This design comes from an exercise in tuning for small area, a short achievable clock period and few clock cycles per item on the open sky130 flow, not from production work.

## the baseline
==> flow/design.v <==
`timescale 1ns / 1ps
package adcd_pkg;
  localparam int CHANNELS    = 4;
  localparam int SAMPLE_BITS = 12;
  localparam int CFG_IDX_W = 3;
  localparam logic [CFG_IDX_W-1:0] REG_MIN_BASE = 3'd0;
  localparam logic [CFG_IDX_W-1:0] REG_MAX      = 3'd4;
  localparam logic [CFG_IDX_W-1:0] REG_CENTER   = 3'd5;
  localparam logic [CFG_IDX_W-1:0] REG_DEAD     = 3'd6;
  localparam int MAX_RESET    = 3000;
  localparam int CENTER_RESET = 2048;
  localparam int DEAD_RESET   = 200;
  function automatic int min_reset(input int ch);
    case (ch)
      0, 1:    min_reset = 8;
      2, 3:    min_reset = 7;
      default: min_reset = 0;
    endcase
  endfunction
  localparam logic [12:0] DIV_REGS = 13'b0_1010_1010_1010;
  function automatic int num_regs(input logic [12:0] m);
    num_regs = 0;
    for (int i = 0; i < 13; i++) num_regs = num_regs + int'(m[i]);
  endfunction
  localparam int DIV_STAGES = num_regs(DIV_REGS);
endpackage
`timescale 1ns / 1ps
module adcd_lane #(
  parameter int SAMPLE_BITS = adcd_pkg::SAMPLE_BITS
) (
  input  logic                    clk_i,
  input  logic                    en_i,
  input  logic [SAMPLE_BITS-1:0]  raw_i,    
  input  logic [SAMPLE_BITS-1:0]  lo_i,
  input  logic [SAMPLE_BITS-1:0]  hi_i,
  output logic [SAMPLE_BITS-1:0]  quo_o     
);
  localparam int SB = SAMPLE_BITS;
  localparam logic [12:0] REGS = adcd_pkg::DIV_REGS;
  logic [SB-1:0] dm1_q;
  logic          span_q;
  always_ff @(posedge clk_i) begin
    {span_q, dm1_q} <= {1'b0, hi_i} + {1'b0, ~lo_i};
  end
  logic [SB-1:0] d1;
  logic          raw_gt_lo;
  logic          raw_ge_hi;
  logic          zero;
  logic [SB-1:0] rem0, low0;
  assign {raw_gt_lo, d1} = {1'b0, raw_i} + {1'b0, ~lo_i};
  assign raw_ge_hi       = (raw_i >= hi_i);
  assign zero            = !raw_gt_lo || !span_q;
  always_comb begin
    if (zero) begin
      rem0 = '0;
      low0 = '0;
    end else if (raw_ge_hi) begin
      rem0 = dm1_q;
      low0 = ~dm1_q;
    end else begin
      rem0 = d1;
      low0 = ~d1;
    end
  end
  logic [12:0][SB-1:0] rem_c, nq_c;    
  logic [12:0][SB-1:0] rem_p, nq_p;    
  assign rem_c[0] = rem0;
  assign nq_c[0]  = low0;
  for (genvar j = 0; j < 13; j++) begin : g_pos
    if (REGS[j]) begin : g_reg
      logic [SB-1:0] rem_r, nq_r;
      always_ff @(posedge clk_i) begin
        if (en_i) begin
          rem_r <= rem_c[j];
          nq_r  <= nq_c[j];
        end
      end
      assign rem_p[j] = rem_r;
      assign nq_p[j]  = nq_r;
    end else begin : g_wire
      assign rem_p[j] = rem_c[j];
      assign nq_p[j]  = nq_c[j];
    end
    if (j < 12) begin : g_step
      logic [SB:0] trial;
      logic [SB:0] sum;
      logic        ge;
      assign trial     = {rem_p[j], nq_p[j][SB-1]};
      assign {ge, sum} = {1'b0, trial} + {2'b01, ~dm1_q};
      assign rem_c[j+1] = ge ? sum[SB-1:0] : trial[SB-1:0];
      assign nq_c[j+1]  = {nq_p[j][SB-2:0], ge};
    end
  end
  assign quo_o = nq_p[12];
endmodule
`timescale 1ns / 1ps
module adcd_merge #(
  parameter int SAMPLE_BITS = adcd_pkg::SAMPLE_BITS
) (
  input  logic                                           clk_i,
  input  logic                                           rst_ni,
  input  logic [SAMPLE_BITS-1:0]                         center_i,
  input  logic [SAMPLE_BITS-1:0]                         dead_i,
  input  logic                                           valid_i,    
  input  logic [adcd_pkg::CHANNELS-1:0][SAMPLE_BITS-1:0] scaled_i,
  input  logic                                           out_stall_i,
  output logic                                           run_o,
  output logic                                           out_valid_o,
  output logic [adcd_pkg::CHANNELS-1:0][SAMPLE_BITS-1:0] scaled_o,
  output logic                                           active_o,
  output logic                                           neutral_event_o
);
  localparam int SB = SAMPLE_BITS;
  localparam int CH = adcd_pkg::CHANNELS;
  localparam int W  = CH * SB + 2;
  logic [SB:0]   upper_q;
  logic [SB-1:0] lower_q;
  logic          lower_ok_q;
  always_ff @(posedge clk_i) begin
    upper_q    <= {1'b0, center_i} + {1'b0, dead_i};
    lower_q    <= center_i - dead_i;
    lower_ok_q <= (center_i > dead_i);
  end
  logic [CH-1:0] over;
  for (genvar ch = 0; ch < CH; ch++) begin : g_over
    assign over[ch] = ({1'b0, scaled_i[ch]} > upper_q) ||
                      (lower_ok_q && (scaled_i[ch] < lower_q));
  end
  logic run_q, ov_q, sv_q, idle_seen_q;
  logic act, evt, inc, pop;
  logic [W-1:0] res, o_q, s_q;
  assign act = |over;
  assign evt = !act && !idle_seen_q;
  assign res = {scaled_i, act, evt};
  assign inc = run_q && valid_i;
  assign pop = ov_q && !out_stall_i;
  always_ff @(posedge clk_i or negedge rst_ni) begin
    if (!rst_ni) begin
      run_q       <= 1'b1;
      ov_q        <= 1'b0;
      sv_q        <= 1'b0;
      idle_seen_q <= 1'b0;
    end else begin
      if (!ov_q) begin
        ov_q <= inc;
        sv_q <= 1'b0;
        run_q <= 1'b1;
      end else if (pop) begin
        ov_q  <= sv_q || inc;
        sv_q  <= sv_q && inc;
        run_q <= !(sv_q && inc);
      end else begin
        sv_q  <= sv_q || inc;
        run_q <= !(sv_q || inc);
      end
      if (inc) idle_seen_q <= !act;
    end
  end
  always_ff @(posedge clk_i) begin
    if (!ov_q || pop) o_q <= (sv_q ? s_q : res);
    if (ov_q && (pop ? sv_q : !sv_q)) s_q <= res;
  end
  assign run_o           = run_q;
  assign out_valid_o     = ov_q;
  assign active_o        = o_q[1];
  assign neutral_event_o = o_q[0];
  for (genvar ch = 0; ch < CH; ch++) begin : g_out
    assign scaled_o[ch] = o_q[2 + ch*SB +: SB];
  end
endmodule
`timescale 1ns / 1ps
module adc_calibrate_deadzone_detect #(
  parameter int SAMPLE_BITS = adcd_pkg::SAMPLE_BITS
) (
  input  logic                           clk_i,
  input  logic                           rst_ni,
  input  logic                           cfg_we_i,
  input  logic [adcd_pkg::CFG_IDX_W-1:0] cfg_idx_i,
  input  logic [SAMPLE_BITS-1:0]         cfg_data_i,
  input  logic                           in_valid_i,
  output logic                           in_stall_o,
  input  logic [SAMPLE_BITS-1:0]         sample_ch0_i,
  input  logic [SAMPLE_BITS-1:0]         sample_ch1_i,
  input  logic [SAMPLE_BITS-1:0]         sample_ch2_i,
  input  logic [SAMPLE_BITS-1:0]         sample_ch3_i,
  output logic                           out_valid_o,
  input  logic                           out_stall_i,
  output logic [SAMPLE_BITS-1:0]         scaled_ch0_o,
  output logic [SAMPLE_BITS-1:0]         scaled_ch1_o,
  output logic [SAMPLE_BITS-1:0]         scaled_ch2_o,
  output logic [SAMPLE_BITS-1:0]         scaled_ch3_o,
  output logic                           active_o,
  output logic                           neutral_event_o
);
  localparam int CH = adcd_pkg::CHANNELS;
  localparam int NS = adcd_pkg::DIV_STAGES;
  logic [CH-1:0][SAMPLE_BITS-1:0] min_q;
  logic [SAMPLE_BITS-1:0]         max_q;
  logic [SAMPLE_BITS-1:0]         center_q;
  logic [SAMPLE_BITS-1:0]         dead_q;
  for (genvar ch = 0; ch < CH; ch++) begin : g_min
    always_ff @(posedge clk_i or negedge rst_ni) begin
      if (!rst_ni) begin
        min_q[ch] <= SAMPLE_BITS'(adcd_pkg::min_reset(ch));
      end else if (cfg_we_i &&
                   cfg_idx_i == adcd_pkg::REG_MIN_BASE + adcd_pkg::CFG_IDX_W'(ch)) begin
        min_q[ch] <= cfg_data_i;
      end
    end
  end
  always_ff @(posedge clk_i or negedge rst_ni) begin
    if (!rst_ni) begin
      max_q    <= SAMPLE_BITS'(adcd_pkg::MAX_RESET);
      center_q <= SAMPLE_BITS'(adcd_pkg::CENTER_RESET);
      dead_q   <= SAMPLE_BITS'(adcd_pkg::DEAD_RESET);
    end else if (cfg_we_i) begin
      case (cfg_idx_i)
        adcd_pkg::REG_MAX:    max_q    <= cfg_data_i;
        adcd_pkg::REG_CENTER: center_q <= cfg_data_i;
        adcd_pkg::REG_DEAD:   dead_q   <= cfg_data_i;
        default: ;
      endcase
    end
  end
  logic                           run;
  logic [CH-1:0][SAMPLE_BITS-1:0] raw_q;
  logic [NS:0]                    valid_q;
  assign in_stall_o = !run;
  always_ff @(posedge clk_i) begin
    if (run) begin
      raw_q[0] <= sample_ch0_i;
      raw_q[1] <= sample_ch1_i;
      raw_q[2] <= sample_ch2_i;
      raw_q[3] <= sample_ch3_i;
    end
  end
  always_ff @(posedge clk_i or negedge rst_ni) begin
    if (!rst_ni) begin
      valid_q <= '0;
    end else if (run) begin
      valid_q <= {valid_q[NS-1:0], in_valid_i};
    end
  end
  logic [CH-1:0][SAMPLE_BITS-1:0] lane_scaled;
  for (genvar ch = 0; ch < CH; ch++) begin : g_lane
    adcd_lane #(
      .SAMPLE_BITS(SAMPLE_BITS)
    ) u_lane (
      .clk_i (clk_i),
      .en_i  (run),
      .raw_i (raw_q[ch]),
      .lo_i  (min_q[ch]),
      .hi_i  (max_q),
      .quo_o (lane_scaled[ch])
    );
  end
  logic [CH-1:0][SAMPLE_BITS-1:0] out_scaled;
  adcd_merge #(
    .SAMPLE_BITS(SAMPLE_BITS)
  ) u_merge (
    .clk_i          (clk_i),
    .rst_ni         (rst_ni),
    .center_i       (center_q),
    .dead_i         (dead_q),
    .valid_i        (valid_q[NS]),
    .scaled_i       (lane_scaled),
    .out_stall_i    (out_stall_i),
    .run_o          (run),
    .out_valid_o    (out_valid_o),
    .scaled_o       (out_scaled),
    .active_o       (active_o),
    .neutral_event_o(neutral_event_o)
  );
  assign scaled_ch0_o = out_scaled[0];
  assign scaled_ch1_o = out_scaled[1];
  assign scaled_ch2_o = out_scaled[2];
  assign scaled_ch3_o = out_scaled[3];
endmodule
export LEC_CHECK = 0
export CAP_MARGIN = 20
export CORE_MARGIN = 2
export CORE_UTILIZATION = 40
export SLEW_MARGIN = 20
create_clock -name core_clock -period 6.0 [get_ports {clk_i}]
run.sh (not shown) runs the stock make flow with config.mk's settings and CLKGATE_MAP_FILE= SYNTH_SCRIPT=/design/flow/synth_recipe.tcl, a recipe that flattens the netlist after the stock synthesis.
## Diff of input files: the candidate against the baseline
--- a/flow/design.v
+++ b/flow/design.v
@@ -16,14 +16,16 @@
       2, 3:    min_reset = 7;
       default: min_reset = 0;
     endcase
   endfunction
-  localparam logic [12:0] DIV_REGS = 13'b0_1010_1010_1010;
+  localparam logic [12:0] DIV_REGS = 13'b1_1111_1111_1111;
+  localparam bit IN_REG = 1'b1;
   function automatic int num_regs(input logic [12:0] m);
     num_regs = 0;
     for (int i = 0; i < 13; i++) num_regs = num_regs + int'(m[i]);
   endfunction
   localparam int DIV_STAGES = num_regs(DIV_REGS);
+  localparam int PIPE_STAGES = DIV_STAGES + int'(IN_REG);
 endpackage
 `timescale 1ns / 1ps
 module adcd_lane #(
   parameter int SAMPLE_BITS = adcd_pkg::SAMPLE_BITS
@@ -192,9 +194,9 @@
   output logic                           active_o,
   output logic                           neutral_event_o
 );
   localparam int CH = adcd_pkg::CHANNELS;
-  localparam int NS = adcd_pkg::DIV_STAGES;
+  localparam int NS = adcd_pkg::PIPE_STAGES;
   logic [CH-1:0][SAMPLE_BITS-1:0] min_q;
   logic [SAMPLE_BITS-1:0]         max_q;
   logic [SAMPLE_BITS-1:0]         center_q;
   logic [SAMPLE_BITS-1:0]         dead_q;
@@ -223,23 +225,30 @@
     end
   end
   logic                           run;
   logic [CH-1:0][SAMPLE_BITS-1:0] raw_q;
-  logic [NS:0]                    valid_q;
+  logic [NS-1:0]                  valid_q;
   assign in_stall_o = !run;
-  always_ff @(posedge clk_i) begin
-    if (run) begin
-      raw_q[0] <= sample_ch0_i;
-      raw_q[1] <= sample_ch1_i;
-      raw_q[2] <= sample_ch2_i;
-      raw_q[3] <= sample_ch3_i;
-    end
+  if (adcd_pkg::IN_REG) begin : g_in_reg
+    always_ff @(posedge clk_i) begin
+      if (run) begin
+        raw_q[0] <= sample_ch0_i;
+        raw_q[1] <= sample_ch1_i;
+        raw_q[2] <= sample_ch2_i;
+        raw_q[3] <= sample_ch3_i;
+      end
+    end
+  end else begin : g_in_wire
+    assign raw_q[0] = sample_ch0_i;
+    assign raw_q[1] = sample_ch1_i;
+    assign raw_q[2] = sample_ch2_i;
+    assign raw_q[3] = sample_ch3_i;
   end
   always_ff @(posedge clk_i or negedge rst_ni) begin
     if (!rst_ni) begin
       valid_q <= '0;
     end else if (run) begin
-      valid_q <= {valid_q[NS-1:0], in_valid_i};
+      valid_q <= NS'({valid_q, in_valid_i});
     end
   end
   logic [CH-1:0][SAMPLE_BITS-1:0] lane_scaled;
   for (genvar ch = 0; ch < CH; ch++) begin : g_lane
@@ -261,9 +270,9 @@
     .clk_i          (clk_i),
     .rst_ni         (rst_ni),
     .center_i       (center_q),
     .dead_i         (dead_q),
-    .valid_i        (valid_q[NS]),
+    .valid_i        (valid_q[NS-1]),
     .scaled_i       (lane_scaled),
     .out_stall_i    (out_stall_i),
     .run_o          (run),
     .out_valid_o    (out_valid_o),
## What came out
The candidate has global-route track usage on met3 below what the baseline had.
Compared with the baseline, in the candidate number of global-route vias before repair went up; post-route cell area went up; violation count after the first detailed-route iteration went down; fmax went up.
Re delay of the slowest cell on the worst path: the baseline and the candidate aren't equal, and the lower value belongs to the baseline.
Routed wire length up 14% in the candidate wrt the baseline
The setup slack of the candidate is larger than that of the baseline.
No run of this note included a check of the RTL's function; only the layout flow was run.

## static timing again, ports no longer ideal
Ports are ideal in the flow. The routed layouts listed here were re-timed in OpenROAD.
Step 1 (the two cells are an assumption about what drives the block):
set clk [get_ports {clk_i}]
set_driving_cell -lib_cell sky130_fd_sc_hd__clkbuf_16 $clk
set_driving_cell -lib_cell sky130_fd_sc_hd__buf_2 [delete_from_list [all_inputs] $clk]
Step 2, shift: input delay + t, output delay - t, t = (earliest + latest rising clock arrival at the registers) / 2. This alone moves slack from input paths to output paths.
Three values: ideal, step 1, step 2; two values: the first two.
| run | t (ns) | slack for setup (ns) | slew at the worst register clock pin (ns) | cell pins on the clock port's net |
|---|---|---|---|---|
| the baseline | 0.776 | 0.321 / 0.321 / 0.321 | 0.07 / 0.07 | 1 |
| the candidate | 0.875 | 2.411 / 2.337 / 2.411 | 0.07 / 0.07 | 1 |
After both steps every run listed still meets setup and hold.
